Context: an optimization exercise on an open-source flow, tuned for a short achievable clock period and few clock cycles. The choices shown serve that exercise and are no tape-out recipe.
The RTL was checked by simulation tests, not by an equivalence proof against the original design.
Power figures rest on the tool's default switching activity, not on a simulated workload.

## flow/run.sh

```bash
#!/bin/bash
# synth_recipe.tcl (not shown) runs the flow's synth.tcl, then flattens the netlist and writes it again
# the make line also repeats each setting of config.mk as NAME=value (left out here)
make -C /OpenROAD-flow-scripts/flow DESIGN_CONFIG=/design/flow/config.mk WORK_HOME=/design/flow/orfs CLKGATE_MAP_FILE= SYNTH_SCRIPT=/design/flow/synth_recipe.tcl finish
```

## flow/config.mk

```make
export PLATFORM = sky130hd
export DESIGN_NAME = pipelineCpu
export DESIGN_NICKNAME = pipelineCpu
export VERILOG_FILES = /design/flow/design.v
export SDC_FILE = /design/flow/constraint.sdc
export NUM_CORES = 4
export LEC_CHECK = 0
export CAP_MARGIN = 20
export CORE_MARGIN = 2
export CORE_UTILIZATION = 40
export SLEW_MARGIN = 20
```

## flow/constraint.sdc

```tcl
create_clock -name core_clock -period 8.0 [get_ports {CLK}]
set_input_delay 1.6000 -clock core_clock [delete_from_list [all_inputs] [get_ports {CLK}]]
set_output_delay 1.6000 -clock core_clock [all_outputs]
set_load 0.01 [all_outputs]
```

## flow/design.v

```verilog
package mipsPkg;
	typedef enum logic [5:0] {
		opRType = 6'h00,
		opJ     = 6'h02,
		opBeq   = 6'h04,
		opAddi  = 6'h08,
		opLw    = 6'h23,
		opSw    = 6'h2b
	} opcodeT;
	typedef enum logic [5:0] {
		fnAdd = 6'h20,
		fnSub = 6'h22,
		fnAnd = 6'h24,
		fnOr  = 6'h25,
		fnSlt = 6'h2a
	} functT;
	typedef enum logic [2:0] {aluAdd, aluSub, aluAnd, aluOr, aluSlt} aluOpT;
	typedef enum logic [1:0] {pcSequential, pcJump, pcBranch} pcSelT;
	typedef enum logic [1:0] {fwdRegister, fwdMemory, fwdWriteback} fwdSelT;
	typedef logic [31:0] wordT;
	typedef logic [4:0]  regAddrT;
	localparam int   regCount   = 32;
	localparam int   immBits    = 16;
	localparam int   targetBits = 26;
	localparam wordT instrBytes = 32'd4;
	localparam wordT nopInstr   = 32'h0000_0000;
endpackage
`timescale 1ns/1ps
module registerFile
(
	input  logic    CLK,
	input  logic    reset,
	input  mipsPkg::regAddrT rs,
	input  mipsPkg::regAddrT rt,
	output mipsPkg::wordT    readA,
	output mipsPkg::wordT    readB,
	input  logic    wbEn,
	input  mipsPkg::regAddrT wbReg,
	input  mipsPkg::wordT    wbData
);
	mipsPkg::wordT regs [mipsPkg::regCount];
	logic writing;
	assign writing = wbEn && (wbReg != '0);
	assign readA = (writing && (wbReg == rs)) ? wbData : regs[rs];
	assign readB = (writing && (wbReg == rt)) ? wbData : regs[rt];
	always_ff @(posedge CLK) begin
		if (reset) begin
			for (int i = 0; i < mipsPkg::regCount; i++)
				regs[i] <= '0;
		end else if (writing) begin
			regs[wbReg] <= wbData;
		end
	end
endmodule
`timescale 1ns/1ps
module fetchStage
(
	input  logic  CLK,
	input  logic  reset,
	input  mipsPkg::wordT  startPc,
	input  logic  stall,
	input  logic  flushDecode,
	input  mipsPkg::pcSelT pcSel,
	input  mipsPkg::wordT  jumpTarget,
	input  mipsPkg::wordT  branchTarget,
	input  mipsPkg::wordT  instr,
	output mipsPkg::wordT  instrAddr,
	output mipsPkg::wordT  decInstr,
	output mipsPkg::wordT  decPc4
);
	mipsPkg::wordT pc, pc4, nextPc;
	assign pc4       = pc + mipsPkg::instrBytes;
	assign instrAddr = pc;
	always_comb begin
		case (pcSel)
			mipsPkg::pcJump:   nextPc = jumpTarget;
			mipsPkg::pcBranch: nextPc = branchTarget;
			default:  nextPc = pc4;
		endcase
	end
	always_ff @(posedge CLK) begin
		if (reset)
			pc <= startPc;
		else if (!stall)
			pc <= nextPc;
	end
	always_ff @(posedge CLK) begin
		if (reset || flushDecode)
			decInstr <= mipsPkg::nopInstr;
		else if (!stall)
			decInstr <= instr;
	end
	always_ff @(posedge CLK) begin
		if (!stall)
			decPc4 <= pc4;
	end
endmodule
`timescale 1ns/1ps
module decodeStage
(
	input  logic    CLK,
	input  logic    reset,
	input  mipsPkg::wordT    decInstr,
	input  mipsPkg::wordT    decPc4,
	input  logic    bubble,
	input  logic    wbEn,
	input  mipsPkg::regAddrT wbReg,
	input  mipsPkg::wordT    wbData,
	output logic    isJump,
	output mipsPkg::wordT    jumpTarget,
	output mipsPkg::regAddrT rs,
	output mipsPkg::regAddrT rt,
	output logic    usesRt,
	output logic    exRegWrite,
	output logic    exMemRead,
	output logic    exMemWrite,
	output logic    exMemToReg,
	output logic    exIsBranch,
	output mipsPkg::aluOpT   exAluOp,
	output logic    exUseImm,
	output mipsPkg::wordT    exA,
	output mipsPkg::wordT    exB,
	output mipsPkg::wordT    exImm,
	output mipsPkg::wordT    exPc4,
	output mipsPkg::regAddrT exRs,
	output mipsPkg::regAddrT exRt,
	output mipsPkg::regAddrT exDest
);
	mipsPkg::opcodeT  opcode;
	mipsPkg::functT   funct;
	mipsPkg::regAddrT rd, dest;
	mipsPkg::wordT    readA, readB, immExt;
	mipsPkg::aluOpT   aluOp;
	logic    regWrite, memRead, memWrite, memToReg, isBranch, useImm;
	assign opcode = mipsPkg::opcodeT'(decInstr[31:26]);
	assign funct  = mipsPkg::functT'(decInstr[5:0]);
	assign rs     = decInstr[25:21];
	assign rt     = decInstr[20:16];
	assign rd     = decInstr[15:11];
	assign immExt     = {{(32 - mipsPkg::immBits){decInstr[mipsPkg::immBits-1]}}, decInstr[mipsPkg::immBits-1:0]};
	assign jumpTarget = {decPc4[31:28], decInstr[mipsPkg::targetBits-1:0], 2'b00};
	registerFile registerFile_i (
		.CLK(CLK), .reset(reset), .rs(rs), .rt(rt), .readA(readA), .readB(readB),
		.wbEn(wbEn), .wbReg(wbReg), .wbData(wbData)
	);
	always_comb begin
		regWrite = 1'b0;
		memRead  = 1'b0;
		memWrite = 1'b0;
		memToReg = 1'b0;
		isBranch = 1'b0;
		isJump   = 1'b0;
		useImm   = 1'b0;
		usesRt   = 1'b0;
		aluOp    = mipsPkg::aluAdd;
		dest     = rt;
		case (opcode)
			mipsPkg::opRType: begin
				dest   = rd;
				usesRt = 1'b1;
				regWrite = 1'b1;
				case (funct)
					mipsPkg::fnAdd:   aluOp = mipsPkg::aluAdd;
					mipsPkg::fnSub:   aluOp = mipsPkg::aluSub;
					mipsPkg::fnAnd:   aluOp = mipsPkg::aluAnd;
					mipsPkg::fnOr:    aluOp = mipsPkg::aluOr;
					mipsPkg::fnSlt:   aluOp = mipsPkg::aluSlt;
					default: regWrite = 1'b0;
				endcase
			end
			mipsPkg::opAddi: begin
				regWrite = 1'b1;
				useImm   = 1'b1;
			end
			mipsPkg::opLw: begin
				regWrite = 1'b1;
				memRead  = 1'b1;
				memToReg = 1'b1;
				useImm   = 1'b1;
			end
			mipsPkg::opSw: begin
				memWrite = 1'b1;
				useImm   = 1'b1;
				usesRt   = 1'b1;
			end
			mipsPkg::opBeq: begin
				isBranch = 1'b1;
				usesRt   = 1'b1;
				aluOp    = mipsPkg::aluSub;
			end
			mipsPkg::opJ:     isJump = 1'b1;
			default: ;
		endcase
	end
	always_ff @(posedge CLK) begin
		if (reset || bubble) begin
			exRegWrite <= 1'b0;
			exMemRead  <= 1'b0;
			exMemWrite <= 1'b0;
			exMemToReg <= 1'b0;
			exIsBranch <= 1'b0;
		end else begin
			exRegWrite <= regWrite;
			exMemRead  <= memRead;
			exMemWrite <= memWrite;
			exMemToReg <= memToReg;
			exIsBranch <= isBranch;
		end
	end
	always_ff @(posedge CLK) begin
		exAluOp  <= aluOp;
		exUseImm <= useImm;
		exA      <= readA;
		exB      <= readB;
		exImm    <= immExt;
		exPc4    <= decPc4;
		exRs     <= rs;
		exRt     <= rt;
		exDest   <= dest;
	end
endmodule
`timescale 1ns/1ps
module hazardUnit
(
	input  mipsPkg::regAddrT rs,
	input  mipsPkg::regAddrT rt,
	input  logic    usesRt,
	input  logic    isJump,
	input  logic    exMemRead,
	input  mipsPkg::regAddrT exDest,
	input  logic    branchTaken,
	output logic    stall,
	output logic    bubble,
	output logic    flushDecode,
	output mipsPkg::pcSelT   pcSel
);
	logic loadUse, takeJump;
	assign loadUse = exMemRead && (exDest != '0) &&
		((exDest == rs) || (usesRt && (exDest == rt)));
	assign takeJump = isJump && !loadUse;
	assign stall       = loadUse && !branchTaken;
	assign bubble      = loadUse || branchTaken;
	assign flushDecode = branchTaken || takeJump;
	always_comb begin
		if (branchTaken)
			pcSel = mipsPkg::pcBranch;
		else if (takeJump)
			pcSel = mipsPkg::pcJump;
		else
			pcSel = mipsPkg::pcSequential;
	end
endmodule
`timescale 1ns/1ps
module executeStage
(
	input  logic    CLK,
	input  logic    reset,
	input  logic    idRegWrite,
	input  logic    idMemRead,
	input  logic    idMemWrite,
	input  logic    idMemToReg,
	input  logic    idIsBranch,
	input  mipsPkg::aluOpT   idAluOp,
	input  logic    idUseImm,
	input  mipsPkg::wordT    idA,
	input  mipsPkg::wordT    idB,
	input  mipsPkg::wordT    idImm,
	input  mipsPkg::wordT    idPc4,
	input  mipsPkg::regAddrT idRs,
	input  mipsPkg::regAddrT idRt,
	input  mipsPkg::regAddrT idDest,
	output logic    memRegWrite,
	output logic    memMemRead,
	output logic    memMemWrite,
	output logic    memMemToReg,
	output mipsPkg::regAddrT memDest,
	output mipsPkg::wordT    memResult,
	output mipsPkg::wordT    memStoreData,
	input  logic    wbEn,
	input  mipsPkg::regAddrT wbReg,
	input  mipsPkg::wordT    wbData,
	output logic    branchTaken,
	output mipsPkg::wordT    branchTarget,
	output logic    exMemRead,
	output mipsPkg::regAddrT exDest
);
	mipsPkg::fwdSelT selA, selB;
	mipsPkg::wordT   opA, regB, opB, result;
	always_comb begin
		if (idRs == '0)
			selA = mipsPkg::fwdRegister;
		else if (memRegWrite && (memDest == idRs))
			selA = mipsPkg::fwdMemory;
		else if (wbEn && (wbReg == idRs))
			selA = mipsPkg::fwdWriteback;
		else
			selA = mipsPkg::fwdRegister;
	end
	always_comb begin
		if (idRt == '0)
			selB = mipsPkg::fwdRegister;
		else if (memRegWrite && (memDest == idRt))
			selB = mipsPkg::fwdMemory;
		else if (wbEn && (wbReg == idRt))
			selB = mipsPkg::fwdWriteback;
		else
			selB = mipsPkg::fwdRegister;
	end
	always_comb begin
		case (selA)
			mipsPkg::fwdMemory:    opA = memResult;
			mipsPkg::fwdWriteback: opA = wbData;
			default:               opA = idA;
		endcase
	end
	always_comb begin
		case (selB)
			mipsPkg::fwdMemory:    regB = memResult;
			mipsPkg::fwdWriteback: regB = wbData;
			default:               regB = idB;
		endcase
	end
	assign opB  = idUseImm ? idImm : regB;
	always_comb begin
		case (idAluOp)
			mipsPkg::aluSub:  result = opA - opB;
			mipsPkg::aluAnd:  result = opA & opB;
			mipsPkg::aluOr:   result = opA | opB;
			mipsPkg::aluSlt:  result = {31'd0, $signed(opA) < $signed(opB)};
			default: result = opA + opB;
		endcase
	end
	assign branchTaken  = idIsBranch && (opA == regB);
	assign branchTarget = idPc4 + (idImm << 2);
	assign exMemRead    = idMemRead;
	assign exDest       = idDest;
	always_ff @(posedge CLK) begin
		if (reset) begin
			memRegWrite <= 1'b0;
			memMemRead  <= 1'b0;
			memMemWrite <= 1'b0;
			memMemToReg <= 1'b0;
		end else begin
			memRegWrite <= idRegWrite;
			memMemRead  <= idMemRead;
			memMemWrite <= idMemWrite;
			memMemToReg <= idMemToReg;
		end
	end
	always_ff @(posedge CLK) begin
		memDest      <= idDest;
		memResult    <= result;
		memStoreData <= regB;
	end
endmodule
`timescale 1ns/1ps
module memoryStage
#(
	parameter int memAddrBits = 6
) (
	input  logic    CLK,
	input  logic    reset,
	input  logic    memRegWrite,
	input  logic    memMemRead,
	input  logic    memMemWrite,
	input  logic    memMemToReg,
	input  mipsPkg::regAddrT memDest,
	input  mipsPkg::wordT    memResult,
	input  mipsPkg::wordT    memStoreData,
	output logic    wbEn,
	output mipsPkg::regAddrT wbReg,
	output mipsPkg::wordT    wbData
);
	mipsPkg::wordT dataMem [2**memAddrBits];
	logic [memAddrBits-1:0] addr;
	mipsPkg::wordT                   loadWord, aluWord;
	logic                   wbMemToReg;
	assign addr = memResult[memAddrBits+1:2];
	always_ff @(posedge CLK) begin
		if (memMemWrite)
			dataMem[addr] <= memStoreData;
	end
	always_ff @(posedge CLK) begin
		if (reset) begin
			wbEn       <= 1'b0;
			wbMemToReg <= 1'b0;
		end else begin
			wbEn       <= memRegWrite;
			wbMemToReg <= memMemToReg;
		end
	end
	always_ff @(posedge CLK) begin
		wbReg   <= memDest;
		aluWord <= memResult;
		if (memMemRead)
			loadWord <= dataMem[addr];
	end
	assign wbData = wbMemToReg ? loadWord : aluWord;
endmodule
`timescale 1ns/1ps
module pipelineCpu
#(
	parameter int memAddrBits = 6
) (
	input  logic    CLK,
	input  logic    reset,
	input  mipsPkg::wordT    startPc,
	output mipsPkg::wordT    instrAddr,
	input  mipsPkg::wordT    instr,
	output logic    wbEn,
	output mipsPkg::regAddrT wbReg,
	output mipsPkg::wordT    wbData
);
	logic    stall, bubble, flushDecode;
	mipsPkg::pcSelT   pcSel;
	mipsPkg::wordT    jumpTarget, branchTarget;
	logic    branchTaken, isJump, usesRt, exMemRead;
	mipsPkg::wordT    decInstr, decPc4;
	mipsPkg::regAddrT rs, rt, exDest;
	logic    idExRegWrite, idExMemRead, idExMemWrite, idExMemToReg, idExIsBranch, idExUseImm;
	mipsPkg::aluOpT   idExAluOp;
	mipsPkg::wordT    idExA, idExB, idExImm, idExPc4;
	mipsPkg::regAddrT idExRs, idExRt, idExDest;
	logic    exMemRegWrite, exMemMemRead, exMemMemWrite, exMemMemToReg;
	mipsPkg::regAddrT exMemDest;
	mipsPkg::wordT    exMemResult, exMemStoreData;
	fetchStage fetchStage_i (
		.CLK(CLK), .reset(reset), .startPc(startPc), .stall(stall),
		.flushDecode(flushDecode), .pcSel(pcSel), .jumpTarget(jumpTarget),
		.branchTarget(branchTarget), .instr(instr), .instrAddr(instrAddr),
		.decInstr(decInstr), .decPc4(decPc4)
	);
	decodeStage decodeStage_i (
		.CLK(CLK), .reset(reset), .decInstr(decInstr), .decPc4(decPc4),
		.bubble(bubble), .wbEn(wbEn), .wbReg(wbReg), .wbData(wbData),
		.isJump(isJump), .jumpTarget(jumpTarget), .rs(rs), .rt(rt),
		.usesRt(usesRt),
		.exRegWrite(idExRegWrite), .exMemRead(idExMemRead), .exMemWrite(idExMemWrite),
		.exMemToReg(idExMemToReg), .exIsBranch(idExIsBranch), .exAluOp(idExAluOp),
		.exUseImm(idExUseImm), .exA(idExA), .exB(idExB), .exImm(idExImm), .exPc4(idExPc4),
		.exRs(idExRs), .exRt(idExRt), .exDest(idExDest)
	);
	hazardUnit hazardUnit_i (
		.rs(rs), .rt(rt), .usesRt(usesRt), .isJump(isJump),
		.exMemRead(exMemRead), .exDest(exDest), .branchTaken(branchTaken),
		.stall(stall), .bubble(bubble), .flushDecode(flushDecode), .pcSel(pcSel)
	);
	executeStage executeStage_i (
		.CLK(CLK), .reset(reset),
		.idRegWrite(idExRegWrite), .idMemRead(idExMemRead), .idMemWrite(idExMemWrite),
		.idMemToReg(idExMemToReg), .idIsBranch(idExIsBranch), .idAluOp(idExAluOp),
		.idUseImm(idExUseImm), .idA(idExA), .idB(idExB), .idImm(idExImm), .idPc4(idExPc4),
		.idRs(idExRs), .idRt(idExRt), .idDest(idExDest),
		.memRegWrite(exMemRegWrite), .memMemRead(exMemMemRead), .memMemWrite(exMemMemWrite),
		.memMemToReg(exMemMemToReg), .memDest(exMemDest), .memResult(exMemResult),
		.memStoreData(exMemStoreData),
		.wbEn(wbEn), .wbReg(wbReg), .wbData(wbData),
		.branchTaken(branchTaken), .branchTarget(branchTarget),
		.exMemRead(exMemRead), .exDest(exDest)
	);
	memoryStage #(.memAddrBits(memAddrBits)) memoryStage_i (
		.CLK(CLK), .reset(reset),
		.memRegWrite(exMemRegWrite), .memMemRead(exMemMemRead), .memMemWrite(exMemMemWrite),
		.memMemToReg(exMemMemToReg), .memDest(exMemDest), .memResult(exMemResult),
		.memStoreData(exMemStoreData),
		.wbEn(wbEn), .wbReg(wbReg), .wbData(wbData)
	);
endmodule
```

==> results_dict.tcl <==
set metrics [dict create \
    clock_latency_ns 0.98 \
    crit_family "compound AO/OA/AOI/OAI gates" \
    required_ns 8.81 \
    syn-cell-area_mm2 0.146 \
    seqPwrFrac_pct 42.8 \
    synth_ff_type "edfxtp_1" \
    antenna_found_initial 26 \
    maxCapViolCount 0 \
    endpoint_kind "flop" \
    synth_area_leader_cell "edfxtp_1" \
    slowest_delay_ns 0.71 \
    synth-seq-area-share_pct 69.2 \
    grt_overflow 0 \
    cts_buffer_depth 4 \
    p_sw_share_pct 32.9 \
    gp_congestion 0.900 \
    synth_most_common_cell "edfxtp_1" \
    wire_per_inst_um 34.8 \
    io_buffers 135 \
    cts_resized 0 \
    rsz0062_at_grt "false" \
    drc 0 \
    ys_async_sr_fraction_pct 0 \
    dieArea_mm2 0.369 \
    boundaryPins 136 \
    path_class "flop to flop" \
    slowest_stage "a2111oi_0" \
    drive_gt1_share_pct 18.7 \
    grt_util_all_layers_pct 26.5 \
    worstPathMaxFanout 28 \
    root_buffer "clkbuf_16" \
    synth_top_area_share_pct 65.3 \
    fp-row-count 221 \
    p_leak_nw 54.7 \
    finalNetCount 9564 \
    first_pass_iters 8 \
    comb_power_share_pct 23.9 \
    ir_drop_mv 0.214 \
    clock_skew_ns 0.103 \
    slew_viol_final 0 \
    internal_power_mw 33.8 \
    crit_chain "xnor2_1, nand4_1, nor4_1, ha_2, inv_1, o21ai_0, o21ai_0, ha_1, nand3_1, o211a_1, a2111oi_0, o21ai_1, o211ai_1, a41oi_1, and3_1, mux2_2, o22ai_1" \
    route.antenna.remaining_nets 0 \
    fin_crit_sh_pct 82.7 \
    fmax_mhz 151 \
    fin_total_pwr_mw 50.4 \
    via_count 92300 \
    grt_pass1_vias 89800 \
    cts_hold_buf 0 \
    grt_max_degree 105 \
    synth_edf_count 3168 \
    cts_tree "done" \
    ys_types 84 \
    synth_cells 9253 \
    cts_max_level 5 \
    syn_to_final_growth_pct 13.9 \
    relSlewSlack_pct 10.9 \
    critical_path.startpoint_type "flop" \
    clockPowerShare_pct 33.3 \
    ys_warn_count 6 \
    first_iter_violations 13400 \
    fp.dieW_um 608 \
    rrSetupSlack_ns 1.39 \
    hpwl_um 291000 \
    cp_num_buf_inv 1 \
    synth_seq_cells 3456 \
    setup_tns_ns 0 \
    synthTopCellsByArea "edfxtp_1 65%, mux4_2 9.9%, dfxtp_1 4.0%" \
    syn_avg_cell_area_um2 15.8 \
    tightest_slew_ns 1.33 \
    period_minus_slack_ns 6.61 \
    synth_common_cells "3168 x edfxtp_1, 1216 x nor2_1, 640 x mux4_2" \
    core-area_mm2 0.363 \
    crit_arrival_ns 7.43 \
    p_switching_mw 16.6 \
    grt_pass1_wl_um 698000 \
    power_density_mw_per_mm2 303 \
    hold_path_class "flop to flop" \
    cts_buffers 357 \
    vias_per_cell 6.39 \
    hold_viol_final 0 \
    clock_sinks 3456 \
    die_h_um 608 \
    initial_core_util_pct 40.2 \
    finalSetupViolations 0 \
    cts.clk_slew.worst_paths_ns 0.07 \
    routed_wl_um 504000 \
    cts_setup_buffers 0 \
    cp_common_cell "o21ai_0" \
    status "timing/DRC/antenna clean" \
]
flip-flops by register name, indices dropped and copies added (netlist names), 3 cells and up, named ones only:
signal                             count
decodeStage_i.exA                     32
decodeStage_i.exAluOp                  3
decodeStage_i.exB                     32
decodeStage_i.exDest                   5
decodeStage_i.exImm                   16
decodeStage_i.exPc4                   32
decodeStage_i.exRs                     5
decodeStage_i.exRt                     5
decodeStage_i.registerFile_i.regs   1024
executeStage_i.memDest                 5
executeStage_i.memResult              32
executeStage_i.memStoreData           32
fetchStage_i.decInstr                 32
fetchStage_i.decPc4                   32
fetchStage_i.pc                       32
memoryStage_i.aluWord                 32
memoryStage_i.dataMem               2048
memoryStage_i.loadWord                32
memoryStage_i.wbReg                    5
final cells by class:
cell class	instances	area (um2)
flip-flops and latches	3456	101000
well taps	4794	6000
clock inverters	206	2100
inverters	173	649
repair buffers	465	4100
clock buffers	446	9560
fillers	31000	196000
diodes	8	20.0
multi-input cells	4912	42700
worst paths after layout:
path	depth (start not counted)	end	startpoint
worst max-delay path	17	executeStage_i.memResult[29]$_DFF_P_	memoryStage_i.wbReg[3]$_DFF_P_
worst min-delay path	0	decodeStage_i.exPc4[6]$_DFF_P_	fetchStage_i.decPc4[6]$_DFFE_PN_
worst max register to register	17	executeStage_i.memResult[29]$_DFF_P_	memoryStage_i.wbReg[3]$_DFF_P_
worst min register to register	0	decodeStage_i.exPc4[6]$_DFF_P_	fetchStage_i.decPc4[6]$_DFFE_PN_
cell families after synthesis:
kind of cell	count (synthesis)	share of synthesized area, %
DFF	3456	69.2
and+or+nand+nor	1903	5.68
buffers and inverters	916	2.40
muxes	814	11.2
other	1	0.00257
adders and majority gates	133	1.16
xor gates and xnor gates	104	0.625
AOI/OAI and AO/OA	1926	9.76
power groups by stage:
stage	combinational [mW]	sequential, mW	clock (mW)
detailed placement	11.7	21.9	0
floorplan	6.14	21.6	0
global placement	11.6	21.9	0
global route	12.5	21.6	17.6
finish	12.1	21.6	16.7
CTS	11.8	21.6	16.9
through the flow:
step | instance area [um2] | hold slack, ns | util, % | worst slack, ns | cells
after floorplan | 146000 | 0.323 | - | 2.76 | 9284
after global placement | 154000 | 0.324 | 42.6 | 1.48 | 13800
after detailed placement | 154000 | 0.327 | 42.6 | 1.62 | 13800
after CTS | 166000 | 0.337 | 45.8 | 1.55 | 14500
after global routing | 166000 | 0.338 | 45.8 | 0.992 | 14500
final | 166000 | 0.335 | 45.8 | 1.39 | 14500
placed cells by master (no fill, tap or decap), types with 160 or more instances in the layout:
master | synthesis | routed
dfxtp_1 | 288 | 244
nor2_1 | 1216 | 1148
a31oi_1 | 227 | 226
nand2_1 | 242 | 179
a221oi_1 | 243 | 243
a21oi_1 | 172 | 171
a22o_1 | 216 | 216
buf_4 | 4 | 310
inv_1 | 161 | 160
edfxtp_1 | 3168 | 3168
clkbuf_16 | 0 | 364
a22oi_1 | 604 | 604
mux4_2 | 640 | 640
layer usage:
layer / GRT usage [%] / vias to the layer above / share of wire [%]
met5: 0 / - / 0.0068
met4: 11.1 / 6 / 4.8
met3: 6.56 / 1000 / 12
met2: 40.1 / 6120 / 45
met1: 36.6 / 48000 / 38
li1: - / 37300 / -
Testbench counts, summed over its fixed seeds: cycles 26,368.

==> port drivers added, routing unchanged <==
The flow's constraints put no driver on any port. The routed layout listed below was extracted and timed again, unchanged, in two steps. Step 1, drivers: a clkbuf_16 drives CLK and a buf_2 each remaining input, both assumed. Step 2, shift: input delay + t, output delay - t, t = (earliest + latest rising clock arrival at the registers) / 2. This alone moves slack from input paths to output paths. a / b / c = ideal ports / drivers / drivers and shift; a / b = the first two.
shift t [ns]: 1.031
setup slack, ns: 1.387 / 1.387 / 1.387
worst register clock-pin slew, ns: 0.07 / 0.07
After both steps setup and hold are still met in this run. For this run, drivers alone change the setup slack by 0.000 ns; drivers and shift together by 0.000 ns.
